Source: an optimization exercise on an open RTL-to-GDS flow (aim: small area, a short achievable clock period and few clock cycles per item). Production flows keep margins and buffers that such runs may drop.
Only simulation tests tie the RTL to the original design; equivalence was not proved.
Power is estimated from default activity; no workload was simulated.

`flow/config.mk`:
```
export PLATFORM = sky130hd
export DESIGN_NAME = loop_stack
export DESIGN_NICKNAME = loop_stack
export VERILOG_FILES = /design/flow/design.v
export SDC_FILE = /design/flow/constraint.sdc
export NUM_CORES = 4
export LEC_CHECK = 0
export CAP_MARGIN = 20
export CORE_MARGIN = 2
export CORE_UTILIZATION = 40
export SLEW_MARGIN = 20
export SYNTH_MEMORY_MAX_BITS = 8192
```
`flow/constraint.sdc`:
```
create_clock -name core_clock -period 5.5 [get_ports {clk}]
set_input_delay 1.1000 -clock core_clock [delete_from_list [all_inputs] [get_ports {clk}]]
set_output_delay 1.1000 -clock core_clock [all_outputs]
set_load 0.01 [all_outputs]
```
`flow/design.v`:
```
module loop_stack #(
   parameter int DATA_WIDTH = 16,
   parameter int ADDR_WIDTH = 8
) (
   input  logic                  clk,
   input  logic                  rst_n,
   input  logic                  push,
   input  logic                  pop,
   input  logic [DATA_WIDTH-1:0] push_data,
   output logic                  ready,
   output logic [DATA_WIDTH-1:0] top_data,
   output logic [ADDR_WIDTH:0]   count,
   output logic                  empty,
   output logic                  full,
   output logic                  err
);
   localparam int DEPTH = 1 << ADDR_WIDTH;
   localparam logic [ADDR_WIDTH:0] FULL_CNT = DEPTH[ADDR_WIDTH:0];
   localparam logic [ADDR_WIDTH:0] ONE      = {{ADDR_WIDTH{1'b0}}, 1'b1};
   localparam logic [ADDR_WIDTH:0] TWO      = ONE + ONE;
   typedef enum logic {
      IDLE   = 1'b0,
      REFILL = 1'b1
   } state_e;
   state_e                  state_q, state_d;
   logic [ADDR_WIDTH:0]     count_q, count_d;
   logic [DATA_WIDTH-1:0]   top_q, top_d;
   logic [DATA_WIDTH-1:0]   mem_q [DEPTH];
   logic [DATA_WIDTH-1:0]   rd_data_q;
   logic                    ram_we, ram_re;
   logic [ADDR_WIDTH-1:0]   ram_waddr, ram_raddr;
   logic                    is_empty, is_full, idle;
   assign is_empty = (count_q == '0);
   assign is_full  = (count_q == FULL_CNT);
   assign idle     = (state_q == IDLE);
   assign ram_waddr = ADDR_WIDTH'(count_q - ONE);
   assign ram_raddr = ADDR_WIDTH'(count_q - TWO);
   always_comb begin
      state_d = state_q;
      count_d = count_q;
      top_d   = top_q;
      ram_we  = 1'b0;
      ram_re  = 1'b0;
      unique case (state_q)
         IDLE: begin
            if (push && pop) begin
               top_d = push_data;
               if (is_empty) begin
                  count_d = ONE;
               end
            end else if (push) begin
               if (!is_full) begin
                  ram_we  = !is_empty;
                  top_d   = push_data;
                  count_d = count_q + ONE;
               end
            end else if (pop) begin
               if (count_q == ONE) begin
                  count_d = '0;
               end else if (!is_empty) begin
                  ram_re  = 1'b1;
                  count_d = count_q - ONE;
                  state_d = REFILL;
               end
            end
         end
         REFILL: begin
            top_d   = rd_data_q;
            state_d = IDLE;
         end
         default: state_d = IDLE;
      endcase
   end
   always_ff @(posedge clk or negedge rst_n) begin
      if (!rst_n) begin
         state_q <= IDLE;
         count_q <= '0;
         top_q   <= '0;
      end else begin
         state_q <= state_d;
         count_q <= count_d;
         top_q   <= top_d;
      end
   end
   always_ff @(posedge clk) begin
      if (ram_we) begin
         mem_q[ram_waddr] <= top_q;
      end
      if (ram_re) begin
         rd_data_q <= mem_q[ram_raddr];
      end
   end
   logic err_q;
   logic overflow, underflow;
   assign overflow  = idle && push && !pop && is_full;
   assign underflow = idle && pop && is_empty;
   always_ff @(posedge clk or negedge rst_n) begin
      if (!rst_n) begin
         err_q <= 1'b0;
      end else if (overflow || underflow) begin
         err_q <= 1'b1;
      end
   end
   assign err = err_q;
   assign ready    = idle;
   assign top_data = top_q;
   assign count    = count_q;
   assign empty    = is_empty;
   assign full     = is_full;
endmodule
```
`flow/run.sh`:
```
#!/bin/bash
# synth_recipe.tcl (not shown) runs the flow's synth.tcl, then flattens the netlist and writes it again
# the make line also repeats each setting of config.mk as NAME=value (left out here)
make -C /OpenROAD-flow-scripts/flow DESIGN_CONFIG=/design/flow/config.mk WORK_HOME=/design/flow/orfs CLKGATE_MAP_FILE= SYNTH_SCRIPT=/design/flow/synth_recipe.tcl finish
```
==> key figures <==
Synthesis
  • Syn avg cell area: ~22 µm²
  • Seq cells post-synth: 4,139
  • Mapped cell area: 159,000 µm²
  • Sequential share of the synthesized area: roughly 78%
  • Synth cell types: 71
  • Cells after Synth: 7,231
  • Number of flops mapped to enable cells by yosys: 4,112
  • Synthesized netlist net count: about 7,300
  • Synth Warn #: 1
  • Post-synth ARST share: less than 1%
  • Dominant synthesized flop cell: edfxtp_1

Timing
  • Final Max Tran Viols: 0
  • Skew final: 79.3 ps
  • Final-report setup violation count: 0
  • Final worst-path cycle share: 95.1%
  • Unrepaired setup endpoints after global routing: false
  • Final Hold Vio Count: 0
  • Slew headroom: 21.3%
  • Tmin final: 5230 ps
  • Least-Margin Pin Slew: 1180 ps
  • Setup TNS: 0 ps
  • Fmax: 0.191 GHz

Global route
  • Gr ovfl total: 0
  • Initial antenna violation count: 22
  • Pin count of the biggest net entering global routing: 171
  • First-pass GRT wire length: 606 mm
  • Gr usage total: a little over a fifth
  • Vias in the first global route: 78,000

Clock tree
  • CTS tree: yes
  • Clock Latency Late Sink: 1020 ps
  • Post-cts sizing count: 0
  • Number of CTS-inserted buffers: about 400
  • Clock-pin slew of the registers on the worst-case setup and hold paths: approximately 60 ps
  • Post-CTS Hold Buffers: 0
  • # Post-CTS Setup Buffers: 0
  • Clk sinks: roughly 4,100
  • Max clock buf depth: 4
  • CTS root buf: clkbuf_16
  • H-tree depth: 5

Floorplanning
  • FP Rows: 231
  • Die H: 635 µm
  • # IOs: 49
  • Die Width: 635 µm
  • Core area: 396,000 µm²
  • Die area: 403,000 µm²
  • Initial Util: roughly two fifths

Pwr
  • Switching fraction of total power: between 30% and 40%
  • Net Switching: ~36,000 µW
  • Worst VDD drop: 0.000588 V
  • Sequential share of power: 39.3%
  • Pint: 64,700 µW
  • Pwr dens: 551 nW/µm²
  • Leakage power total: roughly 0.057 µW
  • Comb power frac: between 30% and 40%
  • Clock Power Share: 27.1%

Route
  • First-pass iteration count of the detailed router: 9
  • Vias: 78,500
  • Avg Vias per Cell: 5.86
  • Post-route ant nets: 0
  • # DRC: 0
  • DR WL/cell: 32.2 µm
  • Starting DRT DRC Count: about 11,000
  • DRT Wirelength: 431 mm

Place
  • Post-DP HPWL: around 260 mm
  • Gpl congestion: 0.945
  • Inst Count DP: 12,600
  • Port-buffer cells: 48

Cells and area
  • Ratio of cells with drive above 1 in the final layout: 27.0%
  • Most frequent cells in the layout: 4,112 x edfxtp_1, 1,028 x mux4_2, 503 x buf_4
  • Filler cells: between 30,000 and 40,000
  • Syn-to-layout area delta: 14.3%
  • Final net count: 7,837
  • Final Instance Count excl. Fillers: 13,400
  • Commonest non-fill, non-tap cell in the layout: edfxtp_1

Hold path
  • Hold_sp: err_q
  • Hold depth: 1
  • Worst hold path class: reg -> reg
  • Hold endpoint: err_q

Worst setup path
  • Critical-path maximum fanout: 16
  • Required time worst endpoint: around 4400 ps
  • Worst-case reg-to-reg path depth: 9
  • R2r endpoint: rd_data_q[8]
  • Reg2reg start: count_q[1]
  • Critical setup path kind: reg -> out
  • CP Capture Type: output pin
  • Critical path arrival: between 4000 and 5000 ps
  • R2R Setup Slk: 400 ps
  • Worst setup SP type: register

Run status
  • Status: timing/DRC/antenna clean

Job
  • MaxCap Viol Count: 0
-- flip-flops by register name, summed over array words and instances, names as in the netlist --
register,cells
mem_q,4096
count_q,9
state_q,1
err_q,1
top_q,16
rd_data_q,16
-- worst max-delay path by stage --
stage	startpoint	end	cells past startpoint
2_1_floorplan	count_q[1]	mem_q[86][0]	14
3_3_place_gp	count_q[1]	rd_data_q[14]	9
3_5_place_dp	count_q[1]	rd_data_q[4]	9
4_1_cts	count_q[3]	empty	6
5_1_grt	count_q[1]	rd_data_q[4]	9
6_report	count_q[3]	empty	6
-- cells by family after synthesis --
group,Yosys count,synth area share [%]
compound gates,535,2.48
fa+ha+maj,8,0.0629
buf+inv,430,1.28
xor+xnor,13,0.0763
simple gates,906,2.46
mux,1200,15.6
flops,4139,78.0
-- critical path, cell delays in order (launching register included) --
cell	delay, ps
dfrtp_1	690
or3_1	580
nor4_2	290
buf_4	250
nand2_1	140
nor2_1	520
clkdlybuf4s50_1	660
-- cell usage after synthesis, types with 17 or more instances --
master	count	area (µm²)
edfxtp_1	4112	123000
mux4_2	1028	23200
nor2_1	418	1570
nand2_1	289	1080
buf_2	180	901
mux2i_1	164	1640
clkbuf_1	162	608
a22oi_1	157	1180
nand3_1	65	325
a21oi_1	63	315
and3_1	54	338
buf_4	41	308
a31oi_1	38	238
o22ai_1	38	238
a2111oi_0	36	315
a211oi_1	35	263
buf_1	35	131
o21ai_0	35	175
dfrtp_1	27	676
a22o_1	24	210
a221oi_1	19	166
o211ai_1	17	128
-- power groups by stage --
stage               combinational [µW]  sequential (µW)  clock, µW
floorplan                        17300            41500          0
global placement                 33100            40000          0
detailed placement               33600            40000          0
CTS                              33700            39400      27600
global route                     35000            39400      28800
finish                           33700            39400      27200
-- metal layers --
layer  share of wire [%]  GRT usage [%]  vias to the layer above
met5               0.016              0                        -
met4                 4.4           8.48                       10
met3                 8.8           4.09                      761
met2                  47           33.1                     3721
met1                  40           29.6                    42300
li1                    -              -                    31700
-- area by class of cell --
type                       instances  area [µm²]  share of cell area (%)
inverter                           7        26.3                  0.0144
clock buffer                     511       10700                    5.90
antenna                            6        15.0                 0.00825
clock inverter                   237        2200                    1.21
sequential                      4139      124000                    68.3
multi-input combinational       2662       33200                    18.3
tap                             5242        6560                    3.61
timing repair buffer             587        4940                    2.72
-- stage by stage --
step | hold WS [ps] | utilization, % | power (µW) | setup slack [ps] | area (µm²)
2_1_floorplan | 494 | - | 58800 | 842 | 159000
3_3_place_gp | 457 | 42.6 | 73100 | 256 | 169000
3_5_place_dp | 476 | 42.7 | 73700 | 518 | 169000
4_1_cts | 472 | 45.9 | 101000 | 239 | 182000
5_1_grt | 491 | 45.9 | 103000 | 254 | 182000
6_report | 495 | 45.9 | 100000 | 267 | 182000
Testbench counts, summed over its fixed seeds: cycles 45,129, ops 32,000.

[re-timing with driven ports]
How much do the figures lean on ideal ports? The routed layout below was timed once more, with nothing changed but the port constraints. Step 1: set_driving_cell puts a clkbuf_16 on clk and a buf_2 on each other input, an assumption about the parent block. Step 2 also shifts input and output timing later by t, the mid clock arrival at the registers, as if the neighbouring blocks saw the same clock. Three values: ideal, step 1, step 2; two values: the first two.
t, ns: 1.065
setup WS [ns]: 0.267 / 0.169 / 0.402
worst setup path after step 2: register to register
After both steps setup and hold are still met in this run. The setup slack of this run moves by -0.098 ns with the drivers and by +0.135 ns with both steps.
